Context: an optimization exercise on an open-source flow, tuned for small area, a short achievable clock period and few clock cycles per item. The choices shown serve that exercise and are no tape-out recipe. Only simulation tests tie the RTL to the original design; equivalence was not proved. Power figures rest on the tool's default switching activity, not on a simulated workload.

<file path="config.mk">
export PLATFORM = sky130hd
export DESIGN_NAME = nnTop
export DESIGN_NICKNAME = nnTop
export VERILOG_FILES = /design/flow/design.v
export SDC_FILE = /design/flow/constraint.sdc
export NUM_CORES = 4
export LEC_CHECK = 0
export CAP_MARGIN = 20
export CORE_MARGIN = 2
export CORE_UTILIZATION = 40
export SLEW_MARGIN = 20
</file>
<file path="constraint.sdc">
create_clock -name core_clock -period 12.5 [get_ports {CLK}]
set_input_delay 2.5000 -clock core_clock [delete_from_list [all_inputs] [get_ports {CLK}]]
set_output_delay 2.5000 -clock core_clock [all_outputs]
set_load 0.01 [all_outputs]
</file>
<file path="design.v">
package nnPkg;
    localparam int DataWidth = 32;
    localparam int FracBits = 24;
    typedef logic signed [DataWidth-1:0] fixed_t;
    localparam fixed_t FixedMax = 32'sh7FFF_FFFF;
    localparam fixed_t FixedMin = 32'sh8000_0000;
    typedef logic [3:0] neuronIdx_t;
    localparam int AddrWidth = 9;
    typedef logic [AddrWidth-1:0] addr_t;
    localparam addr_t AddrWeightInBase = 9'd0;
    localparam addr_t AddrWeightOutBase = 9'd16;
    localparam addr_t AddrOffset = 9'd32;
    localparam addr_t AddrInput = 9'd33;
    localparam addr_t AddrResult = 9'd48;
    localparam addr_t AddrStatus = 9'd49;
    typedef struct packed {
        logic [DataWidth-4:0] reserved;
        logic busy;
        logic error;
        logic done;
    } statusWord_t;
    typedef struct packed {
        logic valid;
        neuronIdx_t idx;
        fixed_t value;
    } stageItem_t;
    localparam int PipeDepth = 4;
    localparam int NumSegments = 8;
    function automatic fixed_t pwlBreak(input int k);
        case (k)
            0: pwlBreak = 32'shFE00_0000;
            1: pwlBreak = 32'shFF00_0000;
            2: pwlBreak = 32'shFF80_0000;
            3: pwlBreak = 32'sh0000_0000;
            4: pwlBreak = 32'sh0080_0000;
            5: pwlBreak = 32'sh0100_0000;
            6: pwlBreak = 32'sh0200_0000;
            default: pwlBreak = FixedMax;
        endcase
    endfunction
    function automatic fixed_t pwlSlope(input int k);
        case (k)
            0: pwlSlope = 32'sh0000_0000;
            1: pwlSlope = 32'sh0038_0000;
            2: pwlSlope = 32'sh00A0_0000;
            3: pwlSlope = 32'sh00F0_0000;
            4: pwlSlope = 32'sh00F0_0000;
            5: pwlSlope = 32'sh00A0_0000;
            6: pwlSlope = 32'sh0038_0000;
            default: pwlSlope = 32'sh0000_0000;
        endcase
    endfunction
    function automatic fixed_t pwlIntercept(input int k);
        case (k)
            0: pwlIntercept = 32'shFF00_0000;
            1: pwlIntercept = 32'shFF70_0000;
            2: pwlIntercept = 32'shFFD8_0000;
            3: pwlIntercept = 32'sh0000_0000;
            4: pwlIntercept = 32'sh0000_0000;
            5: pwlIntercept = 32'sh0028_0000;
            6: pwlIntercept = 32'sh0090_0000;
            default: pwlIntercept = 32'sh0100_0000;
        endcase
    endfunction
    function automatic logic [DataWidth:0] satAdd(input fixed_t a, input fixed_t b);
        logic signed [DataWidth:0] sum;
        logic overflow;
        sum = {a[DataWidth-1], a} + {b[DataWidth-1], b};
        overflow = sum[DataWidth] != sum[DataWidth-1];
        if (!overflow) begin
            satAdd = {1'b0, sum[DataWidth-1:0]};
        end else begin
            satAdd = {1'b1, sum[DataWidth] ? FixedMin : FixedMax};
        end
    endfunction
endpackage
`timescale 1ns/1ns
module fixedMul (
    input  nnPkg::fixed_t a,
    input  nnPkg::fixed_t b,
    output nnPkg::fixed_t product,
    output logic overflow
);
    localparam int FullWidth = 2 * nnPkg::DataWidth;
    logic signed [FullWidth-1:0] full;
    logic signed [FullWidth-1:0] shifted;
    logic [FullWidth-nnPkg::DataWidth:0] upper;
    always_comb begin
        full = a * b;
        shifted = full >>> nnPkg::FracBits;
        upper = shifted[FullWidth-1:nnPkg::DataWidth-1];
    end
    always_comb begin
        overflow = !((&upper) || (~|upper));
        if (!overflow) begin
            product = shifted[nnPkg::DataWidth-1:0];
        end else if (shifted[FullWidth-1]) begin
            product = nnPkg::FixedMin;
        end else begin
            product = nnPkg::FixedMax;
        end
    end
endmodule
`timescale 1ns/1ns
module pwlActivation (
    input  nnPkg::fixed_t x,
    output nnPkg::fixed_t y,
    output logic overflow
);
    localparam int SegBits = $clog2(nnPkg::NumSegments);
    logic [SegBits-1:0] seg;
    nnPkg::fixed_t slope;
    nnPkg::fixed_t intercept;
    nnPkg::fixed_t scaled;
    logic mulOverflow;
    logic addOverflow;
    always_comb begin
        seg = SegBits'(nnPkg::NumSegments - 1);
        for (int k = nnPkg::NumSegments - 2; k >= 0; k--) begin
            if (x < nnPkg::pwlBreak(k)) begin
                seg = SegBits'(k);
            end
        end
        slope = nnPkg::pwlSlope(int'(seg));
        intercept = nnPkg::pwlIntercept(int'(seg));
    end
    fixedMul slopeMul_i (
        .a(slope),
        .b(x),
        .product(scaled),
        .overflow(mulOverflow)
    );
    always_comb begin
        {addOverflow, y} = nnPkg::satAdd(scaled, intercept);
        overflow = mulOverflow | addOverflow;
    end
endmodule
`timescale 1ns/1ns
module nnDatapath #(
    parameter int NumNeurons = 10
) (
    input  logic CLK,
    input  logic rst,
    input  logic accClear,
    input  nnPkg::stageItem_t issue,
    input  logic [NumNeurons-1:0][nnPkg::DataWidth-1:0] weightIn,
    input  logic [NumNeurons-1:0][nnPkg::DataWidth-1:0] weightOut,
    input  nnPkg::fixed_t offset,
    input  nnPkg::fixed_t inputX,
    output nnPkg::fixed_t result,
    output logic error
);
    nnPkg::stageItem_t s1;
    nnPkg::stageItem_t s2;
    nnPkg::stageItem_t s3;
    nnPkg::fixed_t hiddenSum;
    nnPkg::fixed_t hiddenAct;
    nnPkg::fixed_t weighted;
    nnPkg::fixed_t accNext;
    logic inOverflow;
    logic actOverflow;
    logic outOverflow;
    logic addOverflow;
    logic anyOverflow;
    fixedMul inMul_i (
        .a(weightIn[issue.idx]),
        .b(inputX),
        .product(hiddenSum),
        .overflow(inOverflow)
    );
    pwlActivation act_i (
        .x(s1.value),
        .y(hiddenAct),
        .overflow(actOverflow)
    );
    fixedMul outMul_i (
        .a(weightOut[s2.idx]),
        .b(s2.value),
        .product(weighted),
        .overflow(outOverflow)
    );
    always_comb begin
        {addOverflow, accNext} = nnPkg::satAdd(result, s3.value);
        anyOverflow = (inOverflow & issue.valid) | (actOverflow & s1.valid)
                    | (outOverflow & s2.valid) | (addOverflow & s3.valid);
    end
    always_ff @(posedge CLK) begin
        if (rst) begin
            s1 <= '0;
            s2 <= '0;
            s3 <= '0;
        end else begin
            s1 <= {issue.valid, issue.idx, hiddenSum};
            s2 <= {s1.valid, s1.idx, hiddenAct};
            s3 <= {s2.valid, s2.idx, weighted};
        end
    end
    always_ff @(posedge CLK) begin
        if (rst) begin
            result <= '0;
            error <= 1'b0;
        end else if (accClear) begin
            result <= offset;
            error <= 1'b0;
        end else begin
            if (s3.valid) begin
                result <= accNext;
            end
            error <= error | anyOverflow;
        end
    end
endmodule
`timescale 1ns/1ns
module nnSequencer #(
    parameter int NumNeurons = 10
) (
    input  logic CLK,
    input  logic rst,
    input  logic start,
    output nnPkg::stageItem_t issue,
    output logic accClear,
    output logic busy,
    output logic done
);
    localparam int DrainBits = $clog2(nnPkg::PipeDepth);
    localparam logic [DrainBits-1:0] DrainLast = DrainBits'(nnPkg::PipeDepth - 1);
    localparam nnPkg::neuronIdx_t LastNeuron = nnPkg::neuronIdx_t'(NumNeurons - 1);
    typedef enum logic [1:0] {
        Idle,
        Issue,
        Drain
    } state_t;
    state_t state;
    nnPkg::neuronIdx_t idxCnt;
    logic [DrainBits-1:0] drainCnt;
    always_ff @(posedge CLK) begin
        if (rst) begin
            state <= Idle;
            idxCnt <= '0;
            drainCnt <= '0;
            issue <= '0;
            accClear <= 1'b0;
            busy <= 1'b0;
            done <= 1'b0;
        end else begin
            accClear <= 1'b0;
            issue.valid <= 1'b0;
            issue.value <= '0;
            case (state)
                Idle: begin
                    if (start) begin
                        state <= Issue;
                        idxCnt <= '0;
                        accClear <= 1'b1;
                        busy <= 1'b1;
                        done <= 1'b0;
                    end
                end
                Issue: begin
                    issue.valid <= 1'b1;
                    issue.idx <= idxCnt;
                    idxCnt <= idxCnt + 1'b1;
                    if (idxCnt == LastNeuron) begin
                        state <= Drain;
                        drainCnt <= '0;
                    end
                end
                Drain: begin
                    drainCnt <= drainCnt + 1'b1;
                    if (drainCnt == DrainLast) begin
                        state <= Idle;
                        busy <= 1'b0;
                        done <= 1'b1;
                    end
                end
                default: state <= Idle;
            endcase
        end
    end
endmodule
`timescale 1ns/1ns
module nnRegisterFile #(
    parameter int NumNeurons = 10
) (
    input  logic CLK,
    input  logic rst,
    input  logic write,
    input  logic read,
    input  nnPkg::addr_t address,
    input  nnPkg::fixed_t writedata,
    input  logic busy,
    input  logic done,
    input  logic error,
    input  nnPkg::fixed_t result,
    output nnPkg::fixed_t readdata,
    output logic [NumNeurons-1:0][nnPkg::DataWidth-1:0] weightIn,
    output logic [NumNeurons-1:0][nnPkg::DataWidth-1:0] weightOut,
    output nnPkg::fixed_t offset,
    output nnPkg::fixed_t inputX,
    output logic start
);
    logic writeOk;
    nnPkg::statusWord_t status;
    assign writeOk = write && !busy && !start;
    always_ff @(posedge CLK) begin
        if (rst) begin
            for (int i = 0; i < NumNeurons; i++) begin
                weightIn[i] <= '0;
                weightOut[i] <= '0;
            end
            offset <= '0;
            inputX <= '0;
            start <= 1'b0;
        end else begin
            start <= writeOk && (address == nnPkg::AddrInput);
            if (writeOk) begin
                for (int i = 0; i < NumNeurons; i++) begin
                    if (address == nnPkg::addr_t'(nnPkg::AddrWeightInBase + i)) begin
                        weightIn[i] <= writedata;
                    end
                    if (address == nnPkg::addr_t'(nnPkg::AddrWeightOutBase + i)) begin
                        weightOut[i] <= writedata;
                    end
                end
                if (address == nnPkg::AddrOffset) begin
                    offset <= writedata;
                end
                if (address == nnPkg::AddrInput) begin
                    inputX <= writedata;
                end
            end
        end
    end
    always_comb begin
        status = '0;
        status.done = done && !start;
        status.error = error;
        status.busy = busy || start;
    end
    always_comb begin
        readdata = '0;
        if (read) begin
            case (address)
                nnPkg::AddrOffset: readdata = offset;
                nnPkg::AddrResult: readdata = result;
                nnPkg::AddrStatus: readdata = nnPkg::fixed_t'(status);
                default: readdata = '0;
            endcase
            for (int i = 0; i < NumNeurons; i++) begin
                if (address == nnPkg::addr_t'(nnPkg::AddrWeightInBase + i)) begin
                    readdata = weightIn[i];
                end
                if (address == nnPkg::addr_t'(nnPkg::AddrWeightOutBase + i)) begin
                    readdata = weightOut[i];
                end
            end
        end
    end
endmodule
`timescale 1ns/1ns
module nnTop #(
    parameter int NumNeurons = 10
) (
    input  logic CLK,
    input  logic rst,
    input  logic write,
    input  logic read,
    input  nnPkg::addr_t address,
    input  nnPkg::fixed_t writedata,
    output nnPkg::fixed_t readdata
);
    logic [NumNeurons-1:0][nnPkg::DataWidth-1:0] weightIn;
    logic [NumNeurons-1:0][nnPkg::DataWidth-1:0] weightOut;
    nnPkg::fixed_t offset;
    nnPkg::fixed_t inputX;
    logic start;
    logic busy;
    logic done;
    logic accClear;
    nnPkg::stageItem_t issue;
    nnPkg::fixed_t result;
    logic error;
    nnRegisterFile #(.NumNeurons(NumNeurons)) regFile_i (
        .CLK(CLK), .rst(rst), .write(write), .read(read),
        .address(address), .writedata(writedata),
        .busy(busy), .done(done), .error(error), .result(result),
        .readdata(readdata), .weightIn(weightIn), .weightOut(weightOut),
        .offset(offset), .inputX(inputX), .start(start)
    );
    nnSequencer #(.NumNeurons(NumNeurons)) seq_i (
        .CLK(CLK), .rst(rst), .start(start), .issue(issue),
        .accClear(accClear), .busy(busy), .done(done)
    );
    nnDatapath #(.NumNeurons(NumNeurons)) datapath_i (
        .CLK(CLK), .rst(rst), .accClear(accClear), .issue(issue),
        .weightIn(weightIn), .weightOut(weightOut),
        .offset(offset), .inputX(inputX),
        .result(result), .error(error)
    );
endmodule
</file>
<file path="run.sh">
#!/bin/bash
# synth_recipe.tcl (not shown) runs the flow's synth.tcl, then flattens the netlist and writes it again
# the make line also repeats each setting of config.mk as NAME=value (left out here)
make -C /OpenROAD-flow-scripts/flow DESIGN_CONFIG=/design/flow/config.mk WORK_HOME=/design/flow/orfs CLKGATE_MAP_FILE= SYNTH_SCRIPT=/design/flow/synth_recipe.tcl finish
</file>
==> results.txt <==
metal layers:
metal / GRT usage (%) / up-vias / share of wire [%]
met5: 0 / - / 0.034
met4: 13.44 / 24 / 5.8
met3: 7.277 / 1217 / 11
met2: 42.87 / 5244 / 43
met1: 37.66 / 51050 / 40
li1: - / 43790 / -
power breakdown:
part	switching, mW	internal (mW)	leakage [nW]
Clock	1.34	1.69	1.63
Sequential	0.00570	2.75	6.95
Combinational	0.178	0.0535	47.1
Total	1.52	4.49	55.7
registers in the layout, summed over array words and instances (netlist names):
name,cells
regFile_i.weightIn,320
regFile_i.weightOut,320
datapath_i.s1,37
datapath_i.s2,37
datapath_i.s3,33
datapath_i.result,32
regFile_i.inputX,32
regFile_i.offset,32
seq_i.issue,5
seq_i.idxCnt,4
seq_i.drainCnt,2
seq_i.state,2
datapath_i.error,1
regFile_i.start,1
seq_i.accClear,1
seq_i.busy,1
seq_i.done,1
cells by family (layout without fill, tap and decap cells):
logic type,count (synthesis),in the layout,share of synthesized area [%]
other cells,0,11,0
simple gates,4581,4581,16.19
xor+xnor,173,173,1.265
flops,861,861,14.13
mux,248,248,3.359
compound gates,2120,2120,10.86
fa+ha+maj,2885,2885,43.52
buf+inv,3446,3240,10.68
repair_timing:
item                                    CTS  global route
endpoints found under the setup margin   29            33
pin swaps                                 0            39
buffers inserted                          0            20
gates cloned                              0             6
gates resized for setup                   6            70
layout make-up:
class                   count  area [um2]
inverters                2517        9448
clock inverters            44       541.8
multi-input cells       10010       92850
well taps                3978        4977
flip-flops and latches    861       17280
fillers                 29640      170400
diodes                     11       27.53
repair buffers            545        4760
clock buffers             134        2766
placed cells by master (no fill, tap or decap), types with 39 or more instances in the layout:
| cell | Yosys | layout |
|---|---|---|
| clkdlybuf4s50_1 | 0 | 72 |
| o21ai_0 | 219 | 210 |
| and2_1 | 536 | 535 |
| a21oi_1 | 1036 | 1032 |
| nor2b_1 | 72 | 70 |
| and3_1 | 45 | 44 |
| nand4_1 | 65 | 65 |
| o21a_1 | 49 | 48 |
| nand2_1 | 3288 | 3281 |
| ha_1 | 620 | 611 |
| a221oi_1 | 115 | 113 |
| mux4_2 | 124 | 124 |
| nand2b_1 | 39 | 39 |
| inv_1 | 2515 | 2514 |
| nand3_1 | 67 | 65 |
| fa_1 | 2263 | 2260 |
| mux2i_1 | 79 | 79 |
| nor3_1 | 87 | 71 |
| dfxtp_1 | 861 | 833 |
| nor2_1 | 257 | 200 |
| xnor2_1 | 108 | 108 |
| buf_4 | 1 | 428 |
| clkbuf_16 | 0 | 102 |
| a21o_1 | 137 | 135 |
| a22o_1 | 42 | 42 |
| xor2_1 | 63 | 60 |
| a22oi_1 | 96 | 96 |
| mux2_2 | 42 | 42 |
worst max path at each step:
stage                            startpoint           endpoint  slack [ns]  depth (start not counted)
after floorplan           datapath_i.s1[31]  datapath_i.s2[10]        0.13                         58
after global placement    datapath_i.s1[29]  datapath_i.s2[11]       -0.03                         55
after detailed placement  datapath_i.s1[25]   datapath_i.s2[5]       -0.14                         55
after CTS                 datapath_i.s1[25]  datapath_i.s2[12]        0.01                         55
after global routing      datapath_i.s1[26]  datapath_i.s2[15]       -0.04                         57
final                     datapath_i.s1[27]   datapath_i.s2[4]        0.58                         58
critical path, delay by kind of cell, from the launching register on:
| family | cells | cell delay (ns) |
|---|---|---|
| AO/OA/AOI/OAI | 20 | 3.83 |
| multiplexers | 1 | 0.30 |
| AND/OR/NAND/NOR | 11 | 1.70 |
| adder cells (fa/ha/maj) | 14 | 4.13 |
| buffers and inverters | 11 | 1.35 |
| flip-flops | 1 | 0.35 |
| XOR/XNOR | 1 | 0.15 |
stage by stage:
step	power (mW)	cell area, um2	hold slack, ns
finish	6.006	132700	0.4353
global route	6.129	132600	0.4585
CTS	5.993	132000	0.4390
detailed placement	3.028	128600	0.4257
global placement	3.028	128600	0.4190
floorplan	2.926	122000	0.4102
==> metrics.cfg <==
[placed_design]
gp_congestion = 1.002
place_ws_ns = -0.1440
io_buffers = 76
dpl.hpwl_um = 326800
place_inst = 17880

[run_status]
status = complete, no violations

[detailed_routing]
drt_iter0_markers = 10580
drc_errors = 0
post_drt_wl_per_cell_um = 24.08
firstDrtPassIters = 8
viasPerCell = 5.599
routed_wl_um = 435700
num_vias = 101300
antenna_left = 0

[timing]
hold_violations = 0
setup_tns_ns = 0
drv_slew = 0
clock_skew_ns = 0.1174
max_freq_ghz = 0.08392
setup_ws_ns = 0.5842
slew_headroom_pct = 9.746
setup_viol = 0
fin_crit_sh_pct = 95.33
worst_pin_slew_ns = 1.354
post-route-min-period_ns = 11.92

[clock_tree]
cts_tree = built
clk_latency_ns = 0.81
cts_hold_repair.buffers = 0
clk_pin_slew_ns = 0.06
cts_max_path_buffers = 3
root_buffer = clkbuf_16
numCtsBuffers = 96
h-tree-depth = 3
cts.sinks = 861

[worst_setup_path]
critPathKind = flop to flop
reg2reg_slack_ns = 0.58
cp-end-kind = flop
cp_common_cell = ha_1
worstReg2RegEnd = datapath_i.s2[4]
cp_slowest_cell = or4b_4
critPathMaxFanout = 6
r2r-start = datapath_i.s1[27]
slowest_delay_ns = 0.52
cp-start-kind = flop
reg2reg_depth = 58
critPathArrivalTime_ns = 12.63
required_ns = 13.21

[layout]
area_growth_pct = 8.749
final_core_util_pct = 43.77
fin_cells = 18100
layout-drive-gt1-share_pct = 7.769
nets = 16960

[yosys]
yosysTopAreaCell = fa_1
yosys.area.top_type_share_pct = 37.14
synth_common_cells = nand2_1 (3,288), inv_1 (2,515), fa_1 (2,263)
synthTopCellsByArea = fa_1 (37%), dfxtp_1 (14%), nand2_1 (10%), inv_1 (7.7%), ha_1 (6.4%)
postSynthRegisterBits = 861
synth.distinct_cells = 96
avgSynthCellArea_um2 = 8.522
async_flop_share_pct = 0
postSynthCellCount = 14310
synthesis.yosys.warnings = 5
synthesis.area_um2 = 122000
synth-seq-area-share_pct = 14.13
synth-edff-count = 0
yosysMostFrequentCell = nand2_1
ys.flop_type = dfxtp_1
synth_fp_nets = 17240

[power]
p_leak_nw = 55.67
power_density_nw_per_um2 = 45.28
ir_worst_vdd_mv = 0.1132

[global_route]
antenna_found_initial = 20
grt_start_max_net_pins = 216
grt_pass1_vias = 102700
grt_pass1_wl_um = 659000
gr-total-overflow = 0
grt_util_all_layers_pct = 28.30

[min_path]
whs_endpoint = datapath_i.s2[32]
min_from = datapath_i.s1[32]
min_path_cells = 1
hp-class = flop to flop

[floorplanning]
start_util_pct = 40.25
rows = 202
core_um2 = 303000
io_pins = 77
die_x_um = 556.2
die_h_um = 556.2
dieArea_um2 = 309400

[flow_run]
drv_cap = 0

Testbench counts, summed over its fixed seeds: cycles 9,216, evals 512.

[port drivers added, routing unchanged]
The flow's constraints put no driver on any port. The routed layout listed below was extracted and timed again, unchanged, in two steps. Step 1 assumes that a clkbuf_16 drives the clock port and a buf_2 every other input. Step 2 also shifts input and output timing later by t, the mid clock arrival at the registers, as if the neighbouring blocks saw the same clock. a / b / c = ideal / step 1 / step 2; a / b = the first two.
t, ns: 0.851
setup WS [ns]: 0.584 / 0.584 / 0.584
worst slew at a driven data input, ns: 0.15
After both steps this run still meets setup and hold. For this run, drivers alone change the setup slack by 0.000 ns; drivers and shift together by 0.000 ns.
